This design comes from an exercise in tuning for small area, a short achievable clock period and few clock cycles per item on the open sky130 flow, not from production work. At most, simulation tests tie the RTL to the original design; equivalence was not proved. Power and IR drop assume default switching activity.

==> run a: inputs <==
## apply_front
module apply_front (
	input logic clk,
	input logic reset,
	input logic in_valid,
	output logic in_ready,
	input logic [3-1:0] in_id,
	input logic in_negate,
	input logic [1:0] in_op,
	input logic [16-1:0] in_f,
	input logic [16-1:0] in_g,
	output logic var_req_valid,
	input logic var_req_ready,
	output logic [16-2:0] var_req_node,
	input logic var_resp_valid,
	input logic [8-1:0] var_resp_var,
	input logic cfg_write,
	input logic [8-1:0] cfg_address,
	input logic [32-1:0] cfg_wdata,
	output logic out_valid,
	input logic out_ready,
	output logic [3-1:0] out_id,
	output logic out_negate,
	output logic [1:0] out_op,
	output logic [16-1:0] out_f,
	output logic [16-1:0] out_g,
	output logic out_hit,
	output logic [16-1:0] out_result,
	output logic [8-1:0] out_top,
	output logic out_fetch_f,
	output logic out_fetch_g,
	output logic out_quantify
);
	logic hit;
	logic [1:0] rsel;
	logic swap;
	logic need_f;
	logic need_g;
	logic shared;
	logic [8-1:0] qvar;
	logic qbit;
	terminal_check terminal_check_i (
		.op(in_op), .f(in_f), .g(in_g),
		.hit(hit), .rsel(rsel), .swap(swap),
		.need_f(need_f), .need_g(need_g), .shared(shared)
	);
	var_fetch_ctrl var_fetch_ctrl_i (
		.clk(clk), .reset(reset),
		.in_valid(in_valid), .in_ready(in_ready),
		.in_id(in_id), .in_negate(in_negate), .in_op(in_op), .in_f(in_f), .in_g(in_g),
		.in_hit(hit), .in_rsel(rsel), .in_swap(swap),
		.in_need_f(need_f), .in_need_g(need_g), .in_shared(shared),
		.mem_req_valid(var_req_valid), .mem_req_ready(var_req_ready),
		.mem_req_node(var_req_node), .mem_resp_valid(var_resp_valid),
		.mem_resp_var(var_resp_var),
		.qvar(qvar), .qbit(qbit),
		.out_valid(out_valid), .out_ready(out_ready),
		.out_id(out_id), .out_negate(out_negate), .out_op(out_op),
		.out_f(out_f), .out_g(out_g), .out_hit(out_hit), .out_result(out_result),
		.out_top(out_top), .out_fetch_f(out_fetch_f), .out_fetch_g(out_fetch_g),
		.out_quantify(out_quantify)
	);
	quantify_table quantify_table_i (
		.clk(clk), .reset(reset),
		.cfg_write(cfg_write), .cfg_address(cfg_address), .cfg_wdata(cfg_wdata),
		.qvar(qvar), .qbit(qbit)
	);
endmodule
clock: 5.5 ns
lec_check: 0
cap_margin: 20
core_margin: 2
core_utilization: 40
cts_buf_list: sky130_fd_sc_hd__clkbuf_8
cts_cluster_diameter: 60
cts_cluster_size: 16
setup_slack_margin: 3.15
slew_margin: 20
run.sh (not shown) runs the stock make flow with config.mk's settings and CLKGATE_MAP_FILE= SYNTH_SCRIPT=/design/flow/synth_recipe.tcl, a recipe that flattens the netlist after the stock synthesis.
==> run b: changes against run a <==
--- a/flow/design.v
+++ b/flow/design.v
@@ -148,42 +148,38 @@
 	logic [N-1:0][3-1:0] e_id;
 	logic [N-1:0] e_negate;
 	logic [N-1:0][1:0] e_op;
 	logic [N-1:0][IW-1:0] e_f;  
 	logic [N-1:0][IW-1:0] e_g;
 	logic [N-1:0] e_hit;
 	logic [N-1:0][1:0] e_c;
-	logic [N-1:0] e_swap;  
 	logic [N-1:0][VW-1:0] e_top;  
 	logic [N-1:0] e_x;  
 	logic [N-1:0] e_y;  
 	logic [N-1:0] e_q;
 	logic [N-1:0] e_pf;  
 	logic [N-1:0] e_pg;
 	logic [N-1:0] e_wf;  
 	logic [N-1:0] e_wg;
 	logic [PW:0] wp;  
 	logic [PW:0] ip;  
 	logic [PW:0] rp;  
 	logic [PW:0] wp_next;
 	logic [PW:0] rp_next;
-	logic [PW:0] used;  
-	logic full_next;
 	logic alloc;
 	logic [PW-1:0] wi;
 	logic [PW-1:0] ii;
 	logic [PW-1:0] ri;
 	logic g_valid;
 	logic g_pf;
 	logic g_pg;
 	logic g_avail;
 	logic g_load;
 	logic rq_open;
 	logic [IW-2:0] g_node;
-	logic [N-1:0][IW-2:0] e_next;
 	logic i_adv;
 	logic in_pf;
 	logic in_pg;
 	logic [PW-1:0] ti;
 	logic t_found;
 	logic t_more;  
 	logic second;  
@@ -208,30 +204,23 @@
 	logic head_done_next;
 	assign wi = wp[PW-1:0];
 	assign ii = ip[PW-1:0];
 	assign ri = rp[PW-1:0];
 	assign alloc = in_valid && in_ready;
 	assign wp_next = wp + alloc;
 	assign rp_next = rp + o_load;
-	assign used = wp - rp;
-	assign full_next = (used == N) ? (!o_load || alloc) : ((used == N - 1) && alloc && !o_load);
 	assign in_pf = !in_hit && in_need_f;
 	assign in_pg = !in_hit && in_need_g;
 	assign rq_open = !mem_req_valid || mem_req_ready;
 	assign g_valid = (ip != wp);
 	assign g_pf = e_pf[ii];
 	assign g_pg = e_pg[ii];
 	assign g_avail = g_valid && (g_pf || g_pg);
 	assign g_load = g_avail && rq_open;
-	always_comb
-	begin
-		for (int i = 0; i < N; i++)
-			e_next[i] = (e_pf[i] ^ e_swap[i]) ? e_f[i][IW-1:1] : e_g[i][IW-1:1];
-	end
-	assign g_node = e_next[ii];
+	assign g_node = (g_pf ^ e_c[ii][0]) ? e_f[ii][IW-1:1] : e_g[ii][IW-1:1];
 	assign i_adv = g_valid && (!(g_pf || g_pg) || (g_load && !(g_pf && g_pg)));
 	always_comb
 	begin
 		logic [PW-1:0] k;
 		t_found = 1'b0;
 		ti = ri;
 		for (int j = 0; j < N; j++)
@@ -273,15 +262,15 @@
 	assign r_two = !r_fonly && e_c[ri][1];
 	assign r_ff = r_fonly || e_x[ri];
 	assign r_fg = r_two ? e_y[ri] : r_fonly ? (e_c[ri][0] || e_y[ri]) : 1'b1;
 	assign r_done = (rp != ip) && !(e_wf[ri] || e_wg[ri]);
 	assign o_load = r_done && (!out_valid || out_ready);
 	assign o_q = (rr_upd && rr_ti == ri) ? qbit : e_q[ri];
 	assign ip_next = i_adv ? ip + 1'b1 : ip;
-	assign head_done_next = !o_load && !(out_valid && !out_ready) &&
+	assign head_done_next = !o_load && !(out_valid && !out_ready) && (rp != ip_next) &&
 		mem_resp_valid && ti == ri && !t_more;
 	always_ff @(posedge clk)
 	begin
 		rr_ti <= ti;
 		if (mem_resp_valid)
 			first_var <= mem_resp_var;
 		if (g_load)
@@ -300,15 +289,15 @@
 		else
 		begin
 			rr_upd <= mem_resp_valid && f_upd;
 			if (mem_resp_valid)
 				second <= t_more;
 			wp <= wp_next;
 			rp <= rp_next;
-			in_ready <= !full_next ||
+			in_ready <= !((wp_next[PW] != rp_next[PW]) && (wp_next[PW-1:0] == rp_next[PW-1:0])) ||
 				head_done_next;
 			ip <= ip_next;
 			if (rq_open)
 				mem_req_valid <= g_avail;
 			if (o_load)
 				out_valid <= 1'b1;
 			else if (out_ready)
@@ -323,16 +312,16 @@
 			begin
 				e_id[i] <= in_id;
 				e_negate[i] <= in_negate;
 				e_op[i] <= in_op;
 				e_f[i] <= in_f;
 				e_g[i] <= in_g;
 				e_hit[i] <= in_hit;
-				e_c[i] <= in_hit ? in_rsel : {in_need_f, in_shared};
-				e_swap[i] <= in_swap;
+				e_c[i] <= in_hit ? in_rsel :
+					{in_need_f, (in_op == 2'd3) ? in_shared : in_swap};
 			end
 		end
 	end
 	always_ff @(posedge clk)
 	begin
 		for (int i = 0; i < N; i++)
 		begin
@@ -393,15 +382,15 @@
 	begin
 		if (o_load)
 		begin
 			out_id <= e_id[ri];
 			out_negate <= e_negate[ri];
 			out_op <= e_op[ri];
 			out_hit <= e_hit[ri];
-			if (e_swap[ri] && !e_hit[ri])
+			if (e_c[ri][0] && !e_hit[ri] && !r_fonly)
 			begin
 				out_f <= e_g[ri];
 				out_g <= e_f[ri];
 			end
 			else
 			begin
 				out_f <= e_f[ri];
CORE_UTILIZATION = 60   (was 40)
CTS_CLUSTER_DIAMETER = unset   (was 60)
CTS_CLUSTER_SIZE = unset   (was 16)
==> run c: changes against run a <==
--- a/flow/design.v
+++ b/flow/design.v
@@ -148,42 +148,38 @@
 	logic [N-1:0][3-1:0] e_id;
 	logic [N-1:0] e_negate;
 	logic [N-1:0][1:0] e_op;
 	logic [N-1:0][IW-1:0] e_f;  
 	logic [N-1:0][IW-1:0] e_g;
 	logic [N-1:0] e_hit;
 	logic [N-1:0][1:0] e_c;
-	logic [N-1:0] e_swap;  
 	logic [N-1:0][VW-1:0] e_top;  
 	logic [N-1:0] e_x;  
 	logic [N-1:0] e_y;  
 	logic [N-1:0] e_q;
 	logic [N-1:0] e_pf;  
 	logic [N-1:0] e_pg;
 	logic [N-1:0] e_wf;  
 	logic [N-1:0] e_wg;
 	logic [PW:0] wp;  
 	logic [PW:0] ip;  
 	logic [PW:0] rp;  
 	logic [PW:0] wp_next;
 	logic [PW:0] rp_next;
-	logic [PW:0] used;  
-	logic full_next;
 	logic alloc;
 	logic [PW-1:0] wi;
 	logic [PW-1:0] ii;
 	logic [PW-1:0] ri;
 	logic g_valid;
 	logic g_pf;
 	logic g_pg;
 	logic g_avail;
 	logic g_load;
 	logic rq_open;
 	logic [IW-2:0] g_node;
-	logic [N-1:0][IW-2:0] e_next;
 	logic i_adv;
 	logic in_pf;
 	logic in_pg;
 	logic [PW-1:0] ti;
 	logic t_found;
 	logic t_more;  
 	logic second;  
@@ -208,30 +204,23 @@
 	logic head_done_next;
 	assign wi = wp[PW-1:0];
 	assign ii = ip[PW-1:0];
 	assign ri = rp[PW-1:0];
 	assign alloc = in_valid && in_ready;
 	assign wp_next = wp + alloc;
 	assign rp_next = rp + o_load;
-	assign used = wp - rp;
-	assign full_next = (used == N) ? (!o_load || alloc) : ((used == N - 1) && alloc && !o_load);
 	assign in_pf = !in_hit && in_need_f;
 	assign in_pg = !in_hit && in_need_g;
 	assign rq_open = !mem_req_valid || mem_req_ready;
 	assign g_valid = (ip != wp);
 	assign g_pf = e_pf[ii];
 	assign g_pg = e_pg[ii];
 	assign g_avail = g_valid && (g_pf || g_pg);
 	assign g_load = g_avail && rq_open;
-	always_comb
-	begin
-		for (int i = 0; i < N; i++)
-			e_next[i] = (e_pf[i] ^ e_swap[i]) ? e_f[i][IW-1:1] : e_g[i][IW-1:1];
-	end
-	assign g_node = e_next[ii];
+	assign g_node = (g_pf ^ e_c[ii][0]) ? e_f[ii][IW-1:1] : e_g[ii][IW-1:1];
 	assign i_adv = g_valid && (!(g_pf || g_pg) || (g_load && !(g_pf && g_pg)));
 	always_comb
 	begin
 		logic [PW-1:0] k;
 		t_found = 1'b0;
 		ti = ri;
 		for (int j = 0; j < N; j++)
@@ -273,15 +262,15 @@
 	assign r_two = !r_fonly && e_c[ri][1];
 	assign r_ff = r_fonly || e_x[ri];
 	assign r_fg = r_two ? e_y[ri] : r_fonly ? (e_c[ri][0] || e_y[ri]) : 1'b1;
 	assign r_done = (rp != ip) && !(e_wf[ri] || e_wg[ri]);
 	assign o_load = r_done && (!out_valid || out_ready);
 	assign o_q = (rr_upd && rr_ti == ri) ? qbit : e_q[ri];
 	assign ip_next = i_adv ? ip + 1'b1 : ip;
-	assign head_done_next = !o_load && !(out_valid && !out_ready) &&
+	assign head_done_next = !o_load && !(out_valid && !out_ready) && (rp != ip_next) &&
 		mem_resp_valid && ti == ri && !t_more;
 	always_ff @(posedge clk)
 	begin
 		rr_ti <= ti;
 		if (mem_resp_valid)
 			first_var <= mem_resp_var;
 		if (g_load)
@@ -300,15 +289,15 @@
 		else
 		begin
 			rr_upd <= mem_resp_valid && f_upd;
 			if (mem_resp_valid)
 				second <= t_more;
 			wp <= wp_next;
 			rp <= rp_next;
-			in_ready <= !full_next ||
+			in_ready <= !((wp_next[PW] != rp_next[PW]) && (wp_next[PW-1:0] == rp_next[PW-1:0])) ||
 				head_done_next;
 			ip <= ip_next;
 			if (rq_open)
 				mem_req_valid <= g_avail;
 			if (o_load)
 				out_valid <= 1'b1;
 			else if (out_ready)
@@ -323,16 +312,16 @@
 			begin
 				e_id[i] <= in_id;
 				e_negate[i] <= in_negate;
 				e_op[i] <= in_op;
 				e_f[i] <= in_f;
 				e_g[i] <= in_g;
 				e_hit[i] <= in_hit;
-				e_c[i] <= in_hit ? in_rsel : {in_need_f, in_shared};
-				e_swap[i] <= in_swap;
+				e_c[i] <= in_hit ? in_rsel :
+					{in_need_f, (in_op == 2'd3) ? in_shared : in_swap};
 			end
 		end
 	end
 	always_ff @(posedge clk)
 	begin
 		for (int i = 0; i < N; i++)
 		begin
@@ -393,15 +382,15 @@
 	begin
 		if (o_load)
 		begin
 			out_id <= e_id[ri];
 			out_negate <= e_negate[ri];
 			out_op <= e_op[ri];
 			out_hit <= e_hit[ri];
-			if (e_swap[ri] && !e_hit[ri])
+			if (e_c[ri][0] && !e_hit[ri] && !r_fonly)
 			begin
 				out_f <= e_g[ri];
 				out_g <= e_f[ri];
 			end
 			else
 			begin
 				out_f <= e_f[ri];
CTS_CLUSTER_DIAMETER = unset   (was 60)
CTS_CLUSTER_SIZE = unset   (was 16)
==> comparison table <==
quantity	run b	run c	run a
Run status	finished clean	finished clean	finished clean
Path depth of the worst reg2reg path	8	7	6
Initial Util	0.6080	0.4057	0.4034
Number of buffers added by the clock tree synthesis step	96	102	49
Number of rows in the core area	76	93	94
P_seq	5.72 mW	5.73 mW	6.04 mW
Post-layout net count	2448	2442	2444
Post-Syn Area per Cell	12.52 µm²	12.52 µm²	12.34 µm²
Total wire length after detailed routing	66.46 mm	69.77 mm	69.89 mm
Synthesized-area fraction occupied by ao, oa, aoi and oai cells	0.05153	0.05153	0.05468
Synth Net Count	2227	2227	2282
Final worst path period share	0.4421	0.4436	0.4416
Worst min-delay path endpoint	quantify_table_i.words[182]	quantify_table_i.words[168]	quantify_table_i.words[140]
Net switching power figure	4.174 mW	4.216 mW	4.265 mW
Setup ws final	3.069 ns	3.060 ns	3.071 ns
Testbench counts of run b, summed over its fixed seeds: cycles 9,328, items 4,000.
Testbench counts of run c, summed over its fixed seeds: cycles 9,328, items 4,000.
For run a, only the layout was checked, not whether the RTL still works.

[what the ideal ports hide]
No port has a modelled driver above. Below, the same layouts with a new extraction and two added sets of constraints.
Step 1: set_driving_cell puts a clkbuf_16 on clk and a buf_2 on each other input, an assumption about the parent block.
Step 2 adds t to the input delays and takes it off the output delays; t is the mean of the earliest and latest rising clock arrival at the registers after step 1. Input paths then give back, and output paths get back, about the clock's delay inside the block.
a / b / c = ideal ports / drivers / drivers and shift; a / b = the first two.
run	t, ns	slack for setup (ns)	hold slack, ns	slew at the worst register clock pin (ns)	worst slew at a driven data input, ns
run a	0.715	3.071 / 3.013 / 2.380	0.458 / 0.458 / 0.458	0.10 / 0.10	0.10
run b	0.720	3.069 / 3.037 / 2.343	0.451 / 0.451 / 0.451	0.07 / 0.07	0.20
run c	0.760	3.060 / 2.999 / 2.302	0.450 / 0.450 / 0.450	0.07 / 0.07	0.16
After both steps setup and hold are still met in every run listed. The setup slack of run c, which loses most, moves by -0.061 ns with the drivers and by -0.758 ns with both steps.
